Background: an optimization exercise with open tools, aiming at small area, a short achievable clock period and few clock cycles. Do not read the settings as production practice. The RTL was checked by simulation tests, not by an equivalence proof against the original design.

--- design/flow/design.v ---
`default_nettype none
package cnn_pkg;
    typedef logic signed [16-1:0] pixel_t;
    typedef logic [16-1:0] addr_t;
    typedef logic [9*16-1:0] taps_t;
    typedef enum logic [3:0] {
        IDLE,
        LOAD_KERNEL,
        LOAD_PATCH,
        CONV_CALC,
        CONV_WRITE,
        LOAD_POOL,
        POOL_CALC,
        POOL_WRITE,
        FINISH
    } seq_state_t;
endpackage
`default_nettype wire
`default_nettype none
module wb_master (
    input  wire                   CLK,
    input  wire                   reset_i,
    input  wire                   mem_req_i,
    input  wire                   mem_we_i,
    input  wire cnn_pkg::addr_t   mem_addr_i,
    input  wire cnn_pkg::pixel_t  mem_wdata_i,
    output cnn_pkg::pixel_t       mem_rdata_o,
    output logic                  mem_ack_o,
    output logic                  wb_cyc_o,
    output logic                  wb_stb_o,
    output logic                  wb_we_o,
    output cnn_pkg::addr_t        wb_adr_o,
    output cnn_pkg::pixel_t       wb_dat_o,
    input  wire cnn_pkg::pixel_t  wb_dat_i,
    input  wire                   wb_ack_i
);
    logic cyc_q;
    logic we_q;
    logic ack_q;
    logic launch;
    cnn_pkg::addr_t adr_q;
    cnn_pkg::pixel_t dat_q;
    cnn_pkg::pixel_t rdata_q;
    assign launch = mem_req_i && !cyc_q && !ack_q;
    always_ff @(posedge CLK) begin
        if (reset_i) begin
            cyc_q <= 1'b0;
            we_q  <= 1'b0;
            ack_q <= 1'b0;
        end else begin
            ack_q <= 1'b0;
            if (cyc_q) begin
                if (wb_ack_i) begin
                    cyc_q <= 1'b0;
                    we_q  <= 1'b0;
                    ack_q <= 1'b1;
                end
            end else if (launch) begin
                cyc_q <= 1'b1;
                we_q  <= mem_we_i;
            end
        end
    end
    always_ff @(posedge CLK) begin
        if (launch) begin
            adr_q <= mem_addr_i;
            dat_q <= mem_wdata_i;
        end
        if (cyc_q && wb_ack_i) begin
            rdata_q <= wb_dat_i;
        end
    end
    assign wb_cyc_o  = cyc_q;
    assign wb_stb_o  = cyc_q;
    assign wb_we_o   = we_q;
    assign wb_adr_o  = adr_q;
    assign wb_dat_o  = dat_q;
    assign mem_ack_o   = ack_q;
    assign mem_rdata_o = rdata_q;
endmodule
`default_nettype wire
`default_nettype none
module conv_mac (
    input  wire                  CLK,
    input  wire                  reset_i,
    input  wire                  calc_i,
    input  wire cnn_pkg::taps_t  kern_i,
    input  wire cnn_pkg::taps_t  taps_i,
    output cnn_pkg::pixel_t      result_o
);
    localparam int ACC_W = 2 * 16;
    logic signed [ACC_W-1:0] acc_w;
    always_comb begin
        acc_w = '0;
        for (int i = 0; i < 9; i++) begin
            acc_w = acc_w + ACC_W'($signed(kern_i[i*16 +: 16]))
                          * ACC_W'($signed(taps_i[i*16 +: 16]));
        end
    end
    always_ff @(posedge CLK) begin
        if (reset_i) begin
            result_o <= '0;
        end else if (calc_i) begin
            result_o <= acc_w[16-1:0];
        end
    end
endmodule
`default_nettype wire
`default_nettype none
module max_pool4 (
    input  wire                  CLK,
    input  wire                  reset_i,
    input  wire                  calc_i,
    input  wire cnn_pkg::taps_t  taps_i,
    output cnn_pkg::pixel_t      result_o
);
    cnn_pkg::pixel_t t0, t1, t2, t3;
    cnn_pkg::pixel_t top_max;
    cnn_pkg::pixel_t bot_max;
    cnn_pkg::pixel_t win_max;
    always_comb begin
        t0 = taps_i[0*16 +: 16];
        t1 = taps_i[1*16 +: 16];
        t2 = taps_i[2*16 +: 16];
        t3 = taps_i[3*16 +: 16];
        top_max = (t0 > t1) ? t0 : t1;
        bot_max = (t2 > t3) ? t2 : t3;
        win_max = (top_max > bot_max) ? top_max : bot_max;
    end
    always_ff @(posedge CLK) begin
        if (reset_i) begin
            result_o <= '0;
        end else if (calc_i) begin
            result_o <= win_max;
        end
    end
endmodule
`default_nettype wire
`default_nettype none
module layer_sequencer (
    input  wire                   CLK,
    input  wire                   reset_i,
    input  wire                   start_i,
    input  wire cnn_pkg::pixel_t  conv_res_i,
    input  wire cnn_pkg::pixel_t  pool_res_i,
    output logic                  done_o,
    output cnn_pkg::taps_t        taps_o,
    output cnn_pkg::taps_t        kern_o,
    output logic                  conv_calc_o,
    output logic                  pool_calc_o,
    output logic                  mem_req_o,
    output logic                  mem_we_o,
    output cnn_pkg::addr_t        mem_addr_o,
    output cnn_pkg::pixel_t       mem_wdata_o,
    input  wire cnn_pkg::pixel_t  mem_rdata_i,
    input  wire                   mem_ack_i
);
    localparam int TAP_W = $clog2(9);
    localparam int POS_W = $clog2(8);
    localparam logic [TAP_W-1:0] LAST_TAP  = TAP_W'(9 - 1);
    localparam logic [TAP_W-1:0] LAST_POOL = TAP_W'(3);
    localparam logic [POS_W-1:0] LAST_CONV_POS = POS_W'(8 - 1);
    localparam logic [POS_W-1:0] LAST_POOL_POS = POS_W'(4 - 1);
    cnn_pkg::seq_state_t state_q;
    logic [TAP_W-1:0] tap_q;
    logic [POS_W-1:0] row_q;
    logic [POS_W-1:0] col_q;
    logic req_q;
    logic we_q;
    logic conv_calc_q;
    logic pool_calc_q;
    cnn_pkg::taps_t kern_q;
    cnn_pkg::taps_t win_q;
    logic [1:0] tap_r;
    logic [1:0] tap_c;
    logic [POS_W:0] r_eff;
    logic [POS_W:0] c_eff;
    cnn_pkg::addr_t addr_w;
    always_comb begin
        if (state_q == cnn_pkg::LOAD_POOL) begin
            tap_r = {1'b0, tap_q[1]};
            tap_c = {1'b0, tap_q[0]};
        end else begin
            case (tap_q)
                4'd0, 4'd1, 4'd2: tap_r = 2'd0;
                4'd3, 4'd4, 4'd5: tap_r = 2'd1;
                default:          tap_r = 2'd2;
            endcase
            case (tap_q)
                4'd0, 4'd3, 4'd6: tap_c = 2'd0;
                4'd1, 4'd4, 4'd7: tap_c = 2'd1;
                default:          tap_c = 2'd2;
            endcase
        end
    end
    always_comb begin
        r_eff = {1'b0, row_q};
        c_eff = {1'b0, col_q};
        case (state_q)
            cnn_pkg::LOAD_PATCH: begin
                r_eff = {1'b0, row_q} + {2'b00, tap_r};
                c_eff = {1'b0, col_q} + {2'b00, tap_c};
            end
            cnn_pkg::LOAD_POOL: begin
                r_eff = {row_q, 1'b0} + {2'b00, tap_r};
                c_eff = {col_q, 1'b0} + {2'b00, tap_c};
            end
            default: begin
            end
        endcase
        if (state_q == cnn_pkg::LOAD_KERNEL) begin
            addr_w = cnn_pkg::addr_t'(0) + cnn_pkg::addr_t'(tap_q);
        end else begin
            addr_w = cnn_pkg::addr_t'(18)
                   + cnn_pkg::addr_t'(r_eff) * cnn_pkg::addr_t'(10)
                   + cnn_pkg::addr_t'(c_eff);
        end
    end
    always_ff @(posedge CLK) begin
        if (reset_i) begin
            state_q     <= cnn_pkg::IDLE;
            tap_q       <= '0;
            row_q       <= '0;
            col_q       <= '0;
            req_q       <= 1'b0;
            we_q        <= 1'b0;
            conv_calc_q <= 1'b0;
            pool_calc_q <= 1'b0;
        end else begin
            conv_calc_q <= 1'b0;
            pool_calc_q <= 1'b0;
            case (state_q)
                cnn_pkg::IDLE: begin
                    if (start_i) begin
                        state_q <= cnn_pkg::LOAD_KERNEL;
                        tap_q   <= '0;
                        row_q   <= '0;
                        col_q   <= '0;
                        req_q   <= 1'b1;
                        we_q    <= 1'b0;
                    end
                end
                cnn_pkg::LOAD_KERNEL: begin
                    if (mem_ack_i) begin
                        if (tap_q == LAST_TAP) begin
                            tap_q   <= '0;
                            state_q <= cnn_pkg::LOAD_PATCH;
                        end else begin
                            tap_q <= tap_q + 1'b1;
                        end
                    end
                end
                cnn_pkg::LOAD_PATCH: begin
                    if (mem_ack_i) begin
                        if (tap_q == LAST_TAP) begin
                            tap_q       <= '0;
                            req_q       <= 1'b0;
                            conv_calc_q <= 1'b1;
                            state_q     <= cnn_pkg::CONV_CALC;
                        end else begin
                            tap_q <= tap_q + 1'b1;
                        end
                    end
                end
                cnn_pkg::CONV_CALC: begin
                    req_q   <= 1'b1;
                    we_q    <= 1'b1;
                    state_q <= cnn_pkg::CONV_WRITE;
                end
                cnn_pkg::CONV_WRITE: begin
                    if (mem_ack_i) begin
                        we_q    <= 1'b0;
                        state_q <= cnn_pkg::LOAD_PATCH;
                        if (col_q == LAST_CONV_POS) begin
                            col_q <= '0;
                            if (row_q == LAST_CONV_POS) begin
                                row_q   <= '0;
                                state_q <= cnn_pkg::LOAD_POOL;
                            end else begin
                                row_q <= row_q + 1'b1;
                            end
                        end else begin
                            col_q <= col_q + 1'b1;
                        end
                    end
                end
                cnn_pkg::LOAD_POOL: begin
                    if (mem_ack_i) begin
                        if (tap_q == LAST_POOL) begin
                            tap_q       <= '0;
                            req_q       <= 1'b0;
                            pool_calc_q <= 1'b1;
                            state_q     <= cnn_pkg::POOL_CALC;
                        end else begin
                            tap_q <= tap_q + 1'b1;
                        end
                    end
                end
                cnn_pkg::POOL_CALC: begin
                    req_q   <= 1'b1;
                    we_q    <= 1'b1;
                    state_q <= cnn_pkg::POOL_WRITE;
                end
                cnn_pkg::POOL_WRITE: begin
                    if (mem_ack_i) begin
                        we_q    <= 1'b0;
                        state_q <= cnn_pkg::LOAD_POOL;
                        if (col_q == LAST_POOL_POS) begin
                            col_q <= '0;
                            if (row_q == LAST_POOL_POS) begin
                                row_q   <= '0;
                                req_q   <= 1'b0;
                                state_q <= cnn_pkg::FINISH;
                            end else begin
                                row_q <= row_q + 1'b1;
                            end
                        end else begin
                            col_q <= col_q + 1'b1;
                        end
                    end
                end
                default: begin
                    state_q <= cnn_pkg::IDLE;
                end
            endcase
        end
    end
    always_ff @(posedge CLK) begin
        if (mem_ack_i) begin
            if (state_q == cnn_pkg::LOAD_KERNEL) begin
                kern_q[tap_q*16 +: 16] <= mem_rdata_i;
            end else if (state_q == cnn_pkg::LOAD_PATCH || state_q == cnn_pkg::LOAD_POOL) begin
                win_q[tap_q*16 +: 16] <= mem_rdata_i;
            end
        end
    end
    assign mem_req_o   = req_q;
    assign mem_we_o    = we_q;
    assign mem_addr_o  = addr_w;
    assign mem_wdata_o = (state_q == cnn_pkg::POOL_WRITE) ? pool_res_i : conv_res_i;
    assign taps_o      = win_q;
    assign kern_o      = kern_q;
    assign conv_calc_o = conv_calc_q;
    assign pool_calc_o = pool_calc_q;
    assign done_o      = (state_q == cnn_pkg::FINISH);
endmodule
`default_nettype wire
`default_nettype none
module cnn_layer_top (
    input  wire                   CLK,
    input  wire                   reset_i,
    input  wire                   start_i,
    output logic                  done_o,
    output logic                  wb_cyc_o,
    output logic                  wb_stb_o,
    output logic                  wb_we_o,
    output cnn_pkg::addr_t        wb_adr_o,
    output cnn_pkg::pixel_t       wb_dat_o,
    input  wire cnn_pkg::pixel_t  wb_dat_i,
    input  wire                   wb_ack_i
);
    logic            mem_req;
    logic            mem_we;
    cnn_pkg::addr_t  mem_addr;
    cnn_pkg::pixel_t mem_wdata;
    cnn_pkg::pixel_t mem_rdata;
    logic            mem_ack;
    cnn_pkg::taps_t taps;
    cnn_pkg::taps_t kern;
    cnn_pkg::pixel_t conv_res;
    cnn_pkg::pixel_t pool_res;
    logic conv_calc;
    logic pool_calc;
    layer_sequencer layer_sequencer_inst (
        .CLK         (CLK),
        .reset_i     (reset_i),
        .start_i     (start_i),
        .conv_res_i  (conv_res),
        .pool_res_i  (pool_res),
        .done_o      (done_o),
        .taps_o      (taps),
        .kern_o      (kern),
        .conv_calc_o (conv_calc),
        .pool_calc_o (pool_calc),
        .mem_req_o   (mem_req),
        .mem_we_o    (mem_we),
        .mem_addr_o  (mem_addr),
        .mem_wdata_o (mem_wdata),
        .mem_rdata_i (mem_rdata),
        .mem_ack_i   (mem_ack)
    );
    wb_master wb_master_inst (
        .CLK      (CLK),
        .reset_i  (reset_i),
        .mem_req_i   (mem_req),
        .mem_we_i    (mem_we),
        .mem_addr_i  (mem_addr),
        .mem_wdata_i (mem_wdata),
        .mem_rdata_o (mem_rdata),
        .mem_ack_o   (mem_ack),
        .wb_cyc_o (wb_cyc_o),
        .wb_stb_o (wb_stb_o),
        .wb_we_o  (wb_we_o),
        .wb_adr_o (wb_adr_o),
        .wb_dat_o (wb_dat_o),
        .wb_dat_i (wb_dat_i),
        .wb_ack_i (wb_ack_i)
    );
    conv_mac conv_mac_inst (
        .CLK      (CLK),
        .reset_i  (reset_i),
        .calc_i   (conv_calc),
        .kern_i   (kern),
        .taps_i   (taps),
        .result_o (conv_res)
    );
    max_pool4 max_pool4_inst (
        .CLK      (CLK),
        .reset_i  (reset_i),
        .calc_i   (pool_calc),
        .taps_i   (taps),
        .result_o (pool_res)
    );
endmodule
`default_nettype wire
--- design/flow/run.sh ---
#!/bin/bash
# synth_recipe.tcl (not shown) runs the flow's synth.tcl, then flattens the netlist and writes it again
# the make line also repeats each setting of config.mk as NAME=value (left out here)
make -C /OpenROAD-flow-scripts/flow DESIGN_CONFIG=/design/flow/config.mk WORK_HOME=/design/flow/orfs CLKGATE_MAP_FILE= SYNTH_SCRIPT=/design/flow/synth_recipe.tcl finish
--- design/flow/config.mk ---
export PLATFORM = sky130hd
export DESIGN_NAME = cnn_layer_top
export DESIGN_NICKNAME = cnn_layer_top
export VERILOG_FILES = /design/flow/design.v
export SDC_FILE = /design/flow/constraint.sdc
export NUM_CORES = 4
export LEC_CHECK = 0
export CAP_MARGIN = 20
export CORE_MARGIN = 2
export CORE_UTILIZATION = 40
export SLEW_MARGIN = 20
--- design/flow/constraint.sdc ---
create_clock -name core_clock -period 11.0 [get_ports {CLK}]
set_input_delay 2.2000 -clock core_clock [delete_from_list [all_inputs] [get_ports {CLK}]]
set_output_delay 2.2000 -clock core_clock [all_outputs]
set_load 0.01 [all_outputs]
==> impl_summary.log <==
INFO  metric post_synth_xor_area_fraction = 0.0494
INFO  metric min_delay_path_depth = 2
INFO  metric critical_path_class = register to register
INFO  metric antenna_violations_before_repair = 11
INFO  metric synth_top_family_by_area = adder cells
INFO  metric min_from = layer_sequencer_inst.we_q
INFO  metric finalHoldViolCount = 0
INFO  metric critPathCaptureType = register
INFO  metric postLayoutSetupSlackWorst = ~1.3 ns
INFO  metric cts_buffer_depth = 3
INFO  metric synth.ff_latch_count = roughly 380
INFO  metric cts_made_buffers = 49
INFO  metric slowest_stage = edfxtp_1
INFO  metric clkSinkCount = approximately 380
INFO  metric crit-reg2reg-capture = conv_mac_inst.result_o[15]
INFO  metric critPathMaxFanout = 19
INFO  metric critPathArrivalTime = slightly above 10 ns
INFO  metric netlist_area = around 0.056 mm^2
INFO  metric ys_dominant_reg_cell = edfxtp_1
INFO  metric core_area = about 0.14 mm^2
INFO  metric routabilityCongestion = between 0.9 and 1
INFO  metric setup_violations = 0
INFO  metric cts_hold_repair.buffers = 0
INFO  metric setup.worst_path.start_class = register
INFO  metric placed_area = a little under 0.06 mm^2
INFO  metric global_route_wire_length_before_repair = between 200000 and 300000 um
INFO  metric clk_transition_reported_paths = ~0.07 ns
INFO  metric drt_drc_violations_left = 0
INFO  metric starting_utilization_of_the_core_area = 0.403
INFO  metric clk-insertion-delay-late = between 0.6 and 0.7 ns
INFO  metric die_h = between 300 and 400 um
INFO  metric max_freq = approximately 100 MHz
INFO  metric maxCapViolations = 0
INFO  metric wirelength = 167000 um
INFO  metric compound_cell_area_share_of_the_yosys_netlist = 0.0546
INFO  metric mux_cell_area_share_after_synthesis = 0.0289
INFO  metric max_slew_margin = 0.330
INFO  metric root_buffer = clkbuf_16
INFO  metric synth_fa_ha_area_frac = 0.439
INFO  metric reg2reg_from = layer_sequencer_inst.win_q[17]
INFO  metric synth.largest_area_cell = fa_1
INFO  metric worst_setup_slack_after_placement = 1.34 ns
INFO  metric synth_unique_cells = 63
INFO  metric timing.setup.tns = 0 ns
INFO  metric final.period_utilization = 0.885
INFO  metric timing.critical_path.required = 11.54 ns
INFO  metric placed_wire_length_estimate = around 130000 um
INFO  metric worst_path_most_repeated_cell = fa_1
INFO  metric h_tree_levels = 2
INFO  metric row_count = 137
INFO  metric fp.dieW = between 300 and 400 um
INFO  metric synthesis.yosys.warnings = 4
INFO  metric viasPerCell = 5.16
INFO  metric outcome = finished clean
INFO  metric cts_setup_buffers = 0
INFO  metric reg2reg_slack = roughly 1.3 ns
INFO  metric ranking_of_synthesized_cells_by_area = fa_1 (33%), edfxtp_1 (18%), ha_1 (11%), inv_1 (8.1%), and2_1 (7.5%)
INFO  metric synth_edf_count = 329
INFO  metric post_synth_inst_count = around 5.6k
INFO  metric reg2regPathDepth = 32
INFO  metric post_drt_wl_per_cell = 22.6 um
INFO  metric via_count_of_the_first_global_routing_pass = 39.9k
INFO  metric async_flop_share = 0
INFO  metric synth_top_cell_area_share = 0.326
INFO  metric hold_path_class = register to register
INFO  metric endpoint_with_the_worst_hold_slack = wb_master_inst.we_q
INFO  metric timing_max_transition_violations_final = 0
INFO  metric num_vias = approximately 38k
INFO  metric detailedRoute.firstIterationViolations = between 3k and 4k
INFO  metric drt.antenna.violating_nets = 0
INFO  metric drt_pass1_iterations = 5
INFO  metric worst_clock_skew = 0.0278 ns
INFO  metric number_of_cells_upsized_or_downsized_after_cts = 0
INFO  metric grt_setup_unrepaired = no
INFO  metric die_area = between 0.1 and 0.15 mm^2
INFO  metric grt_max_degree = between 50 and 60
INFO  metric syn_avg_cell_area = between 10 and 15 um^2
INFO  metric min_period = 9.74 ns
INFO  metric io_pins = 56
INFO  metric yosysSeqAreaShare = 0.195
INFO  metric fraction_of_layout_instances_using_a_drive_strength_above_1 = 0.0461
INFO  metric area_growth = 6.81%
INFO  metric global_route.usage.total = 0.240
INFO  metric crit_path_max_incr_delay = around 0.90 ns
INFO  metric tritoncts = built
INFO  metric grt.overflow.total = 0
INFO  metric worst_pin_slew = 1.01 ns
INFO  metric fin_area = 0.0600 mm^2
INFO  metric port_buffers = 48
INFO  metric synth_simple_gate_area_frac = 0.132
INFO  metric fin_nets = 6916
## registers in the layout, indices dropped and copies added (netlist names), 3 cells and up
name	count
wb_master_inst.dat_q	16
max_pool4_inst.result_o	16
conv_mac_inst.result_o	16
layer_sequencer_inst.tap_q	4
wb_master_inst.rdata_q	16
wb_master_inst.adr_q	9
layer_sequencer_inst.kern_q	144
layer_sequencer_inst.row_q	3
layer_sequencer_inst.state_q	4
layer_sequencer_inst.col_q	3
layer_sequencer_inst.win_q	144
## per-stage QoR
step	hold WS (ns)	utilization	std cells
after floorplan	0.432	-	5612
after global placement	0.454	0.418	7296
after detailed placement	0.456	0.418	7296
after CTS	0.466	0.430	7385
after global routing	0.489	0.430	7386
final	0.464	0.430	7389
## per-layer routing
layer	up-vias	track usage	share of wire
met5	-	0	0
li1	16900	-	-
met3	178	0.0295	0.065
met2	1243	0.384	0.46
met1	19800	0.340	0.44
met4	0	0.0698	0.032
## synthesized netlist by cell type, types with 3 or more instances
master and n:
nor3b_1 3, a22o_1 192, a21o_1 27, o22ai_1 9, dfxtp_1 53, buf_4 8, nand2_1 596, and4_1 3
nor2_1 81, o21ai_0 12, xnor2_1 255, o21bai_1 5, and2_0 3, xnor3_1 5, nor2b_1 17, a211oi_1 18
nand2b_1 28, a21oi_1 48, fa_1 914, a31oi_1 6, buf_1 25, xor2_1 49, buf_2 6, o32ai_1 16
nand3_1 11, o211ai_1 5, nor4_1 4, mux2i_1 35, and2_1 677, nand4_1 10, edfxtp_1 329, nor3_1 17
o21a_1 17, ha_1 510, inv_1 1205, mux2_2 113, clkbuf_1 246, a21boi_0 16
## worst max path at each step
| stage | startpoint | end | slack [ns] | cells past startpoint |
|---|---|---|---|---|
| CTS | layer_sequencer_inst.win_q[48] | conv_mac_inst.result_o[15] | 1.30 | 32 |
| finish | layer_sequencer_inst.win_q[17] | conv_mac_inst.result_o[15] | 1.26 | 32 |
| detailed placement | layer_sequencer_inst.win_q[48] | conv_mac_inst.result_o[15] | 1.34 | 32 |
| global placement | layer_sequencer_inst.win_q[48] | conv_mac_inst.result_o[15] | 1.33 | 32 |
| global route | layer_sequencer_inst.win_q[17] | conv_mac_inst.result_o[15] | 0.88 | 32 |
| floorplan | layer_sequencer_inst.win_q[48] | conv_mac_inst.result_o[15] | 1.98 | 34 |
## layout by cell type, fill, tap and decap left out, drive strengths merged, types with 48 or more instances in the layout
master,n
a21oi,48
a22o,192
and2,680
buf,49
clkbuf,54
dfxtp,53
edfxtp,329
fa,914
ha,510
inv,1207
mux2,113
nand2,596
nor2,81
xnor2,255
xor2,49
## kinds of logic after synthesis
group                      after synthesis
adders and majority gates             1424
DFF                                    382
xor gates and xnor gates               309
muxes                                  148
AOI/OAI and AO/OA                      391
and+or+nand+nor                       1459
buffers and inverters                 1492
other                                    1
## final cells by class
| type | instances | area, um^2 |
|---|---|---|
| clock buffer | 54 | 1240 |
| tap | 1876 | 2350 |
| fill | 13500 | 79400 |
| inverter | 1205 | 4520 |
| timing repair buffer | 96 | 843 |
| sequential | 382 | 10900 |
| clock inverter | 35 | 429 |
| multi-input combinational | 3738 | 39600 |
| antenna | 3 | 7.51 |
## critical path: cells and delay by family, from the launching register on
| kind | cells | cell delay (ns) |
|---|---|---|
| XOR/XNOR | 9 | 1.84 |
| AND/OR/NAND/NOR | 2 | 0.23 |
| multiplexers | 1 | 0.14 |
| adder cells (fa/ha/maj) | 12 | 5.97 |
| flip-flops | 1 | 0.90 |
| buffers and inverters | 8 | 0.48 |
Testbench counts, summed over its fixed seeds: cycles 95,936.

## afterwards: timing with drivers on the ports
How much do the figures lean on ideal ports? The routed layout below was timed once more, with nothing changed but the port constraints. Step 1 assumes that a clkbuf_16 drives the clock port and a buf_2 every other input. Step 2 adds t to the input delays and takes it off the output delays; t is the mean of the earliest and latest rising clock arrival at the registers after step 1. Input paths then give back, and output paths get back, about the clock's delay inside the block. Three values: ideal ports, drivers, drivers and shift; two values: the first two.
t (ns): 0.732
setup WS [ns]: 1.262 / 1.262 / 1.262
hold slack, ns: 0.464 / 0.464 / 0.464
pins driven straight from the clock port: 1
After both steps setup and hold are still met in this run. For this run, drivers alone change the setup slack by 0.000 ns; drivers and shift together by 0.000 ns.
